What follows belongs to an exercise in optimizing a design on an open flow for small area; a production flow would make more cautious choices.
In this exercise RTL edits were held to simulation tests only and were not proved equivalent to the original.
Power and IR drop assume default switching activity.

== main ==
==> module ex_skl32, before the edit <==
module ex_skl32
(
    input  logic [31:0] p,
    input  logic [31:0] g,
    output logic [31:0] co
);
    logic [31:0] G, P, Gn, Pn;
    integer l, j;
    always_comb begin
        G = g;
        P = p;
        for (l = 0; l < 5; l = l + 1) begin
            Gn = G;
            Pn = P;
            for (j = 0; j < 32; j = j + 1)
                if (j & (1 << l)) begin
                    Gn[j] = G[j] | (P[j] & G[(j >> l << l) - 1]);
                    Pn[j] = P[j] & P[(j >> l << l) - 1];
                end
            G = Gn;
            P = Pn;
        end
        co = G;
    end
endmodule
==> module ex_top, before the edit <==
module ex_top
(
    input  logic         clk,
    input  logic         rst_n,
    input  logic [164:0] id_ex_in,
    input  logic [31:0]  wb_write_data,
    input  logic [4:0]   wb_rd_addr,
    input  logic         wb_reg_write,
    input  logic         stall,
    input  logic         flush,
    output logic         branch_taken,
    output logic [31:0]  branch_target,
    output logic [87:0]  ex_mem_out
);
    logic [31:0] pc, rs1d, rs2d, imm;
    logic [4:0]  a1, a2;
    logic [2:0]  f3;
    logic [6:0]  opc;
    logic [3:0]  aop;
    logic        alu_src, is_jump, is_jalr, valid;
    assign pc      = id_ex_in[164:133];
    assign rs1d    = id_ex_in[132:101];
    assign rs2d    = id_ex_in[100:69];
    assign imm     = id_ex_in[68:37];
    assign a1      = id_ex_in[36:32];
    assign a2      = id_ex_in[31:27];
    assign f3      = id_ex_in[21:19];
    assign opc     = id_ex_in[18:12];
    assign aop     = id_ex_in[11:8];
    assign alu_src = id_ex_in[7];
    assign is_jump = id_ex_in[2];
    assign is_jalr = id_ex_in[1];
    assign valid   = id_ex_in[0];
    logic [87:0] q;
    logic [31:0] q_alu;
    logic [4:0]  q_rd;
    assign q_alu = q[87:56];
    assign q_rd  = q[23:19];
    assign ex_mem_out = q;
    logic mem_ok, wb_ok, m1, w1, n1, m2, w2, n2;
    logic [31:0] rs1f, rs2f;
    assign mem_ok = q[0] & q[6] & (|q_rd);
    assign wb_ok  = wb_reg_write & (|wb_rd_addr);
    assign m1 = mem_ok & (q_rd == a1);
    assign w1 = ~m1 & wb_ok & (wb_rd_addr == a1);
    assign n1 = ~m1 & ~w1;
    assign m2 = mem_ok & (q_rd == a2);
    assign w2 = ~m2 & wb_ok & (wb_rd_addr == a2);
    assign n2 = ~m2 & ~w2;
    assign rs1f = ({32{m1}} & q_alu) | ({32{w1}} & wb_write_data) | ({32{n1}} & rs1d);
    assign rs2f = ({32{m2}} & q_alu) | ({32{w2}} & wb_write_data) | ({32{n2}} & rs2d);
    logic op_jalr, op_jal, op_br, op_auipc;
    assign op_jalr  = (opc == 7'b1100111);
    assign op_jal   = (opc == 7'b1101111);
    assign op_br    = (opc == 7'b1100011);
    assign op_auipc = (opc == 7'b0010111);
    logic [31:0] tx, tsum, tco;
    assign tx = op_jalr ? rs1f : pc;
    ex_skl32 u_tpfx (.p(tx ^ imm), .g(tx & imm), .co(tco));
    assign tsum = (tx ^ imm) ^ {tco[30:0], 1'b0};
    assign branch_target = {tsum[31:1], tsum[0] & ~op_jalr};
    logic [31:0] cco;
    logic eq, ltu, lts, cond;
    ex_pfx32 u_cpfx (.p(~(rs1f ^ rs2f)), .g(rs1f & ~rs2f), .co(cco));
    assign eq   = &(~(rs1f ^ rs2f));
    assign ltu  = ~(cco[31] | eq);
    assign lts  = ltu ^ rs1f[31] ^ rs2f[31];
    always_comb begin
        case (f3)
            3'b000:  cond = eq;
            3'b001:  cond = ~eq;
            3'b100:  cond = lts;
            3'b101:  cond = ~lts;
            3'b110:  cond = ltu;
            3'b111:  cond = ~ltu;
            default: cond = 1'b0;
        endcase
    end
    assign branch_taken = valid & ((op_br & cond) | op_jal | op_jalr);
    logic jump, sub, a_pc, a_rs, pass_b;
    logic [31:0] a, b, bx, ap, ag, aco, sum;
    assign jump   = is_jump | is_jalr;
    assign pass_b = (aop == 4'd10);
    assign a_pc   = jump | (op_auipc & ~pass_b);
    assign a_rs   = ~jump & ~op_auipc & ~pass_b;
    assign a  = ({32{a_pc}} & pc) | ({32{a_rs}} & rs1f);
    assign b  = jump ? 32'd4 : (alu_src ? imm : rs2f);
    assign sub = ~jump & ((aop == 4'd1) | (aop == 4'd3) | (aop == 4'd4));
    assign bx = b ^ {32{sub}};
    assign ap = a ^ bx;
    assign ag = a & bx;
    ex_pfx32 u_apfx (.p(ap), .g({ag[31:1], ag[0] | (ap[0] & sub)}), .co(aco));
    assign sum = ap ^ {aco[30:0], sub};
    logic c_ltu, c_lt;
    assign c_ltu = ~aco[31];
    assign c_lt  = c_ltu ^ a[31] ^ b[31];
    logic is_sll;
    logic [31:0] sx, sl;
    logic [31:0] sh [0:5];
    logic fill;
    assign is_sll = (aop == 4'd2);
    assign fill   = (aop == 4'd7) & a[31];
    always_comb begin
        for (int i = 0; i < 32; i++) sx[i] = is_sll ? a[31 - i] : a[i];
        sh[0] = sx;
        for (int k = 0; k < 5; k++)
            for (int i = 0; i < 32; i++)
                sh[k+1][i] = b[k] ? ((i + (1 << k) < 32) ? sh[k][i + (1 << k)] : fill) : sh[k][i];
        for (int i = 0; i < 32; i++) sl[i] = sh[5][31 - i];
    end
    logic load, hold;
    assign load = ~flush & ~stall;
    assign hold = ~flush & stall;
    logic s_sum, s_sr, s_sl, s_p, s_g, s_lt, s_ltu;
    assign s_sum = load & (jump | (aop == 4'd0) | (aop == 4'd1) | pass_b);
    assign s_sl  = load & ~jump & is_sll;
    assign s_sr  = load & ~jump & ((aop == 4'd6) | (aop == 4'd7));
    assign s_p   = load & ~jump & ((aop == 4'd5) | (aop == 4'd8));
    assign s_g   = load & ~jump & ((aop == 4'd9) | (aop == 4'd8));
    assign s_lt  = load & ~jump & (aop == 4'd3);
    assign s_ltu = load & ~jump & (aop == 4'd4);
    logic [31:0] alu_d;
    assign alu_d = ({32{s_sum}} & sum) | ({32{s_sr}} & sh[5]) | ({32{s_sl}} & sl)
                 | ({32{s_p}} & ap) | ({32{s_g}} & ag) | ({32{hold}} & q_alu)
                 | {31'd0, (s_lt & c_lt) | (s_ltu & c_ltu)};
    logic [55:0] lo_d;
    assign lo_d = {rs2f, id_ex_in[26:22], id_ex_in[18:1], valid};
    always_ff @(posedge clk or negedge rst_n) begin
        if (!rst_n) q <= '0;
        else        q <= {alu_d, ({56{load}} & lo_d) | ({56{hold}} & q[55:0])};
    end
endmodule
export LEC_CHECK = 0
export ABC_AREA = 1
export CAP_MARGIN = 20
export CORE_MARGIN = 2
export CORE_UTILIZATION = 40
export SLEW_MARGIN = 20
create_clock -name core_clock -period 8.0 [get_ports {clk}]
standard.sh (not shown) runs the stock make flow with config.mk's settings and CLKGATE_MAP_FILE= SYNTH_SCRIPT=/design/flow/synth_recipe.tcl, a recipe that flattens the netlist after the stock synthesis.
==> flow/flow/run.sh <==
#!/bin/bash
# The standard layout with two changes:
#  - synthesis maps the logic with the ABC script in flow/abc_area_amap.script;
#    everything else in synthesis (synth_recipe.tcl, ORFS synth.tcl) is unchanged
#  - the ports are buffered with buf_1 instead of the resizer's default buffer
set -euo pipefail
here=$(pwd)
sed "s#log_cmd abc {\*}\$abc_args#log_cmd abc {*}[lreplace \$abc_args 1 1 $here/flow/abc_area_amap.script]#" \
    "$FLOW_HOME/scripts/synth.tcl" > "$here/synth_amap.tcl"
grep -q abc_area_amap "$here/synth_amap.tcl"
sed "s#source \$::env(SCRIPTS_DIR)/synth.tcl#source $here/synth_amap.tcl#" synth_recipe.tcl > "$here/my_synth.tcl"
grep -q synth_amap "$here/my_synth.tcl"
export BUFFER_PORTS_ARGS="-buffer_cell sky130_fd_sc_hd__buf_1"
bash standard.sh SYNTH_SCRIPT="$here/my_synth.tcl" finish > standard.log 2>&1
==> flow/flow/abc_area_amap.script <==
strash
dch
map -D 2000
topo
stime -c
buffer -c
upsize -c
dnsize -c
[inputs] the feature branch vs main
--- a/flow/design.v
+++ b/flow/design.v
@@ -99,33 +99,8 @@
             end
         co = G;
     end
 endmodule
-module ex_skl32
-(
-    input  logic [31:0] p,
-    input  logic [31:0] g,
-    output logic [31:0] co
-);
-    logic [31:0] G, P, Gn, Pn;
-    integer l, j;
-    always_comb begin
-        G = g;
-        P = p;
-        for (l = 0; l < 5; l = l + 1) begin
-            Gn = G;
-            Pn = P;
-            for (j = 0; j < 32; j = j + 1)
-                if (j & (1 << l)) begin
-                    Gn[j] = G[j] | (P[j] & G[(j >> l << l) - 1]);
-                    Pn[j] = P[j] & P[(j >> l << l) - 1];
-                end
-            G = Gn;
-            P = Pn;
-        end
-        co = G;
-    end
-endmodule
 module ex_top
 (
     input  logic         clk,
     input  logic         rst_n,
@@ -182,9 +157,9 @@
     assign op_br    = (opc == 7'b1100011);
     assign op_auipc = (opc == 7'b0010111);
     logic [31:0] tx, tsum, tco;
     assign tx = op_jalr ? rs1f : pc;
-    ex_skl32 u_tpfx (.p(tx ^ imm), .g(tx & imm), .co(tco));
+    ex_pfx32 u_tpfx (.p(tx ^ imm), .g(tx & imm), .co(tco));
     assign tsum = (tx ^ imm) ^ {tco[30:0], 1'b0};
     assign branch_target = {tsum[31:1], tsum[0] & ~op_jalr};
     logic [31:0] cco;
     logic eq, ltu, lts, cond;
==> run notes <==
Taking main as the reference point, the die height of the feature branch rises by 1.7 µm.
Going from main to the feature branch, maximum frequency shrinks by 0.33%.
For the number of buffer and inverter stages on the critical path, the feature branch came in 2 higher than main did.
The feature branch: post-layout instance count excluding filler cells higher than main
Combinational share of power essentially unchanged between main and the feature branch.
Global-route usage, main and the feature branch: smaller value in the feature branch
The run showing the greater final critical-path share of the clock period is the feature branch.
Going from main to the feature branch, instance count after placement with tap cells included rose 50; final setup slack of the worst path fell 0.026 ns; register share of the cell area fell 0.66 points.
The feature branch against main: detailed-route via count decreased by 48 relative to the old numbers, detailed route wirelength on metal2 about even, critical path data arrival time went up, internal power component rose 33 µW.

========
ex_top, a different RTL version from the one above (not shown whole).
Size in the first run: roughly 1900 cells after synthesis, roughly 330 I/O pins, roughly 12000 sq um of cells after synthesis.
==> module ex_top, before the edit <==
module ex_top
(
    input  logic         clk,
    input  logic         rst_n,
    input  logic [164:0] id_ex_in,
    input  logic [31:0]  wb_write_data,
    input  logic [4:0]   wb_rd_addr,
    input  logic         wb_reg_write,
    input  logic         stall,
    input  logic         flush,
    output logic         branch_taken,
    output logic [31:0]  branch_target,
    output logic [87:0]  ex_mem_out
);
    logic [31:0] pc, rs1d, rs2d, imm;
    logic [4:0]  a1, a2;
    logic [2:0]  f3;
    logic [6:0]  opc;
    logic [3:0]  aop;
    logic        alu_src, is_jump, is_jalr, valid;
    assign pc      = id_ex_in[164:133];
    assign rs1d    = id_ex_in[132:101];
    assign rs2d    = id_ex_in[100:69];
    assign imm     = id_ex_in[68:37];
    assign a1      = id_ex_in[36:32];
    assign a2      = id_ex_in[31:27];
    assign f3      = id_ex_in[21:19];
    assign opc     = id_ex_in[18:12];
    assign aop     = id_ex_in[11:8];
    assign alu_src = id_ex_in[7];
    assign is_jump = id_ex_in[2];
    assign is_jalr = id_ex_in[1];
    assign valid   = id_ex_in[0];
    logic [87:0] q;
    logic [31:0] q_alu;
    logic [4:0]  q_rd;
    assign q_alu = q[87:56];
    assign q_rd  = q[23:19];
    assign ex_mem_out = q;
    logic mem_ok, wb_ok, m1, w1, n1, m2, w2, n2;
    logic [31:0] rs1f, rs2f;
    assign mem_ok = q[0] & q[6] & (|q_rd);
    assign wb_ok  = wb_reg_write & (|wb_rd_addr);
    assign m1 = mem_ok & (q_rd == a1);
    assign w1 = ~m1 & wb_ok & (wb_rd_addr == a1);
    assign n1 = ~m1 & ~w1;
    assign m2 = mem_ok & (q_rd == a2);
    assign w2 = ~m2 & wb_ok & (wb_rd_addr == a2);
    assign n2 = ~m2 & ~w2;
    assign rs1f = ({32{m1}} & q_alu) | ({32{w1}} & wb_write_data) | ({32{n1}} & rs1d);
    assign rs2f = ({32{m2}} & q_alu) | ({32{w2}} & wb_write_data) | ({32{n2}} & rs2d);
    logic op_jalr, op_jal, op_br, op_auipc;
    assign op_jalr  = (opc == 7'b1100111);
    assign op_jal   = (opc == 7'b1101111);
    assign op_br    = (opc == 7'b1100011);
    assign op_auipc = (opc == 7'b0010111);
    logic [31:0] tx, tsum, tco;
    assign tx = op_jalr ? rs1f : pc;
    ex_skl32 u_tpfx (.p(tx ^ imm), .g(tx & imm), .co(tco));
    assign tsum = (tx ^ imm) ^ {tco[30:0], 1'b0};
    assign branch_target = {tsum[31:1], tsum[0] & ~op_jalr};
    logic [31:0] cx, cy, ceq, cco;
    logic sgn, eq, lt, cond;
    assign sgn = ~f3[1];
    assign cx  = {rs1f[31] ^ sgn, rs1f[30:0]};
    assign cy  = {rs2f[31] ^ sgn, rs2f[30:0]};
    assign ceq = ~(cx ^ cy);
    ex_pfx32 u_cpfx (.p(ceq), .g(~cx & cy), .co(cco));
    assign eq   = &ceq;
    assign lt   = cco[31];
    assign cond = f3[2] ? (lt ^ f3[0]) : (~f3[1] & (eq ^ f3[0]));
    assign branch_taken = valid & ((op_br & cond) | op_jal | op_jalr);
    logic jump, sub, a_pc, a_rs, pass_b;
    logic [31:0] a, b, bx, ap, ag, aco, sum;
    assign jump   = is_jump | is_jalr;
    assign pass_b = (aop == 4'd10);
    assign a_pc   = jump | (op_auipc & ~pass_b);
    assign a_rs   = ~jump & ~op_auipc & ~pass_b;
    assign a  = ({32{a_pc}} & pc) | ({32{a_rs}} & rs1f);
    assign b  = jump ? 32'd4 : (alu_src ? imm : rs2f);
    assign sub = ~jump & ((aop == 4'd1) | (aop == 4'd3) | (aop == 4'd4));
    assign bx = b ^ {32{sub}};
    assign ap = a ^ bx;
    assign ag = a & bx;
    ex_skl32 u_apfx (.p(ap), .g({ag[31:1], ag[0] | (ap[0] & sub)}), .co(aco));
    assign sum = ap ^ {aco[30:0], sub};
    logic c_ltu, c_lt;
    assign c_ltu = ~aco[31];
    assign c_lt  = c_ltu ^ a[31] ^ b[31];
    logic is_sll;
    logic [31:0] sx, sl;
    logic [31:0] sh [0:5];
    logic fill;
    assign is_sll = (aop == 4'd2);
    assign fill   = (aop == 4'd7) & a[31];
    always_comb begin
        for (int i = 0; i < 32; i++) sx[i] = is_sll ? a[31 - i] : a[i];
        sh[0] = sx;
        for (int k = 0; k < 5; k++)
            for (int i = 0; i < 32; i++)
                sh[k+1][i] = b[k] ? ((i + (1 << k) < 32) ? sh[k][i + (1 << k)] : fill) : sh[k][i];
        for (int i = 0; i < 32; i++) sl[i] = sh[5][31 - i];
    end
    logic load, hold;
    assign load = ~flush & ~stall;
    assign hold = ~flush & stall;
    logic s_sum, s_sr, s_sl, s_p, s_g, s_lt, s_ltu;
    assign s_sum = load & (jump | (aop == 4'd0) | (aop == 4'd1) | pass_b);
    assign s_sl  = load & ~jump & is_sll;
    assign s_sr  = load & ~jump & ((aop == 4'd6) | (aop == 4'd7));
    assign s_p   = load & ~jump & ((aop == 4'd5) | (aop == 4'd8));
    assign s_g   = load & ~jump & ((aop == 4'd9) | (aop == 4'd8));
    assign s_lt  = load & ~jump & (aop == 4'd3);
    assign s_ltu = load & ~jump & (aop == 4'd4);
    logic [31:0] alu_d;
    assign alu_d = ({32{s_sum}} & sum) | ({32{s_sr}} & sh[5]) | ({32{s_sl}} & sl)
                 | ({32{s_p}} & ap) | ({32{s_g}} & ag) | ({32{hold}} & q_alu)
                 | {31'd0, (s_lt & c_lt) | (s_ltu & c_ltu)};
    logic [55:0] lo_d;
    assign lo_d = {rs2f, id_ex_in[26:22], id_ex_in[18:1], valid};
    always_ff @(posedge clk or negedge rst_n) begin
        if (!rst_n) q <= '0;
        else        q <= {alu_d, ({56{load}} & lo_d) | ({56{hold}} & q[55:0])};
    end
endmodule
Settings: LEC_CHECK=0, ABC_AREA=1, CAP_MARGIN=20, CORE_MARGIN=2, CORE_UTILIZATION=40, SLEW_MARGIN=20; clock period 8.0 ns.
==> flow/flow/run.sh <==
#!/bin/bash
# The standard layout with two changes:
#  - synthesis maps the logic with the ABC script in flow/abc_area_amap.script;
#    everything else in synthesis (synth_recipe.tcl, ORFS synth.tcl) is unchanged
#  - the ports are buffered with buf_1 instead of the resizer's default buffer
#  - clock tree: larger sink clusters and no dummy loads
set -euo pipefail
here=$(pwd)
sed "s#log_cmd abc {\*}\$abc_args#log_cmd abc {*}[lreplace \$abc_args 1 1 $here/flow/abc_area_amap.script]#" \
    "$FLOW_HOME/scripts/synth.tcl" > "$here/synth_amap.tcl"
grep -q abc_area_amap "$here/synth_amap.tcl"
sed "s#source \$::env(SCRIPTS_DIR)/synth.tcl#source $here/synth_amap.tcl#" synth_recipe.tcl > "$here/my_synth.tcl"
grep -q synth_amap "$here/my_synth.tcl"
export CTS_ARGS="-sink_clustering_enable -repair_clock_nets -dont_use_dummy_load -sink_clustering_size 30 -sink_clustering_max_diameter 100"
export BUFFER_PORTS_ARGS="-buffer_cell sky130_fd_sc_hd__buf_1"
bash standard.sh SYNTH_SCRIPT="$here/my_synth.tcl" finish > standard.log 2>&1
Scripts as last shown in full above: flow/flow/abc_area_amap.script
Edit:
--- a/flow/design.v
+++ b/flow/design.v
@@ -210,5 +210,7 @@
     assign ap = a ^ bx;
     assign ag = a & bx;
-    ex_skl32 u_apfx (.p(ap), .g({ag[31:1], ag[0] | (ap[0] & sub)}), .co(aco));
+    logic kill;
+    assign kill = ~jump & ((aop == 4'd5) | (aop == 4'd8));
+    ex_skl32 u_apfx (.p(ap), .g({ag[31:1] & {31{~kill}}, (ag[0] & ~kill) | (ap[0] & sub)}), .co(aco));
     assign sum = ap ^ {aco[30:0], sub};
     logic c_ltu, c_lt;
@@ -232,9 +234,8 @@
     assign load = ~flush & ~stall;
     assign hold = ~flush & stall;
-    logic s_sum, s_sr, s_sl, s_p, s_g, s_lt, s_ltu;
-    assign s_sum = load & (jump | (aop == 4'd0) | (aop == 4'd1) | pass_b);
+    logic s_sum, s_sr, s_sl, s_g, s_lt, s_ltu;
+    assign s_sum = load & (jump | (aop == 4'd0) | (aop == 4'd1) | pass_b | (aop == 4'd5) | (aop == 4'd8));
     assign s_sl  = load & ~jump & is_sll;
     assign s_sr  = load & ~jump & ((aop == 4'd6) | (aop == 4'd7));
-    assign s_p   = load & ~jump & ((aop == 4'd5) | (aop == 4'd8));
     assign s_g   = load & ~jump & ((aop == 4'd9) | (aop == 4'd8));
     assign s_lt  = load & ~jump & (aop == 4'd3);
@@ -242,5 +243,5 @@
     logic [31:0] alu_d;
     assign alu_d = ({32{s_sum}} & sum) | ({32{s_sr}} & sh[5]) | ({32{s_sl}} & sl)
-                 | ({32{s_p}} & ap) | ({32{s_g}} & ag) | ({32{hold}} & q_alu)
+                 | ({32{s_g}} & ag) | ({32{hold}} & q_alu)
                  | {31'd0, (s_lt & c_lt) | (s_ltu & c_ltu)};
     logic [55:0] lo_d;
The changed run passed the timing, DRC and antenna checks.
Clock power barely changes.
Setup slack gets worse by 0.011 ns.
Sequential share of layout area came out lower by 0.22 points.
Global-route usage drops by 1.5 points.
Routed wire length fell by 1.6%.

-- port drivers added, routing unchanged --
Ports are ideal in the flow. The routed layouts listed here were re-timed in OpenROAD.
Step 1 (the two cells are an assumption about what drives the block):
set clk [get_ports {clk}]
set_driving_cell -lib_cell sky130_fd_sc_hd__clkbuf_16 $clk
set_driving_cell -lib_cell sky130_fd_sc_hd__buf_2 [delete_from_list [all_inputs] $clk]
Step 2 also shifts input and output timing later by t, the mid clock arrival at the registers, as if the neighbouring blocks saw the same clock.
a / b / c = ideal / step 1 / step 2; a / b = the first two.
run | t (ns) | setup slack, ns | hold slack, ns
main | 0.409 | 0.306 / 0.282 / 0.164 | 0.484 / 0.484 / 0.484
the feature branch | 0.431 | 0.280 / 0.257 / 0.145 | 0.486 / 0.486 / 0.486
the first run of note 2 | 0.403 | 0.372 / 0.350 / 0.338 | 0.481 / 0.481 / 0.481
the second run of note 2 | 0.410 | 0.361 / 0.323 / 0.323 | 0.486 / 0.486 / 0.486
After both steps every run listed still meets setup and hold. For main, which loses most, drivers alone change the setup slack by -0.024 ns; drivers and shift together by -0.142 ns.
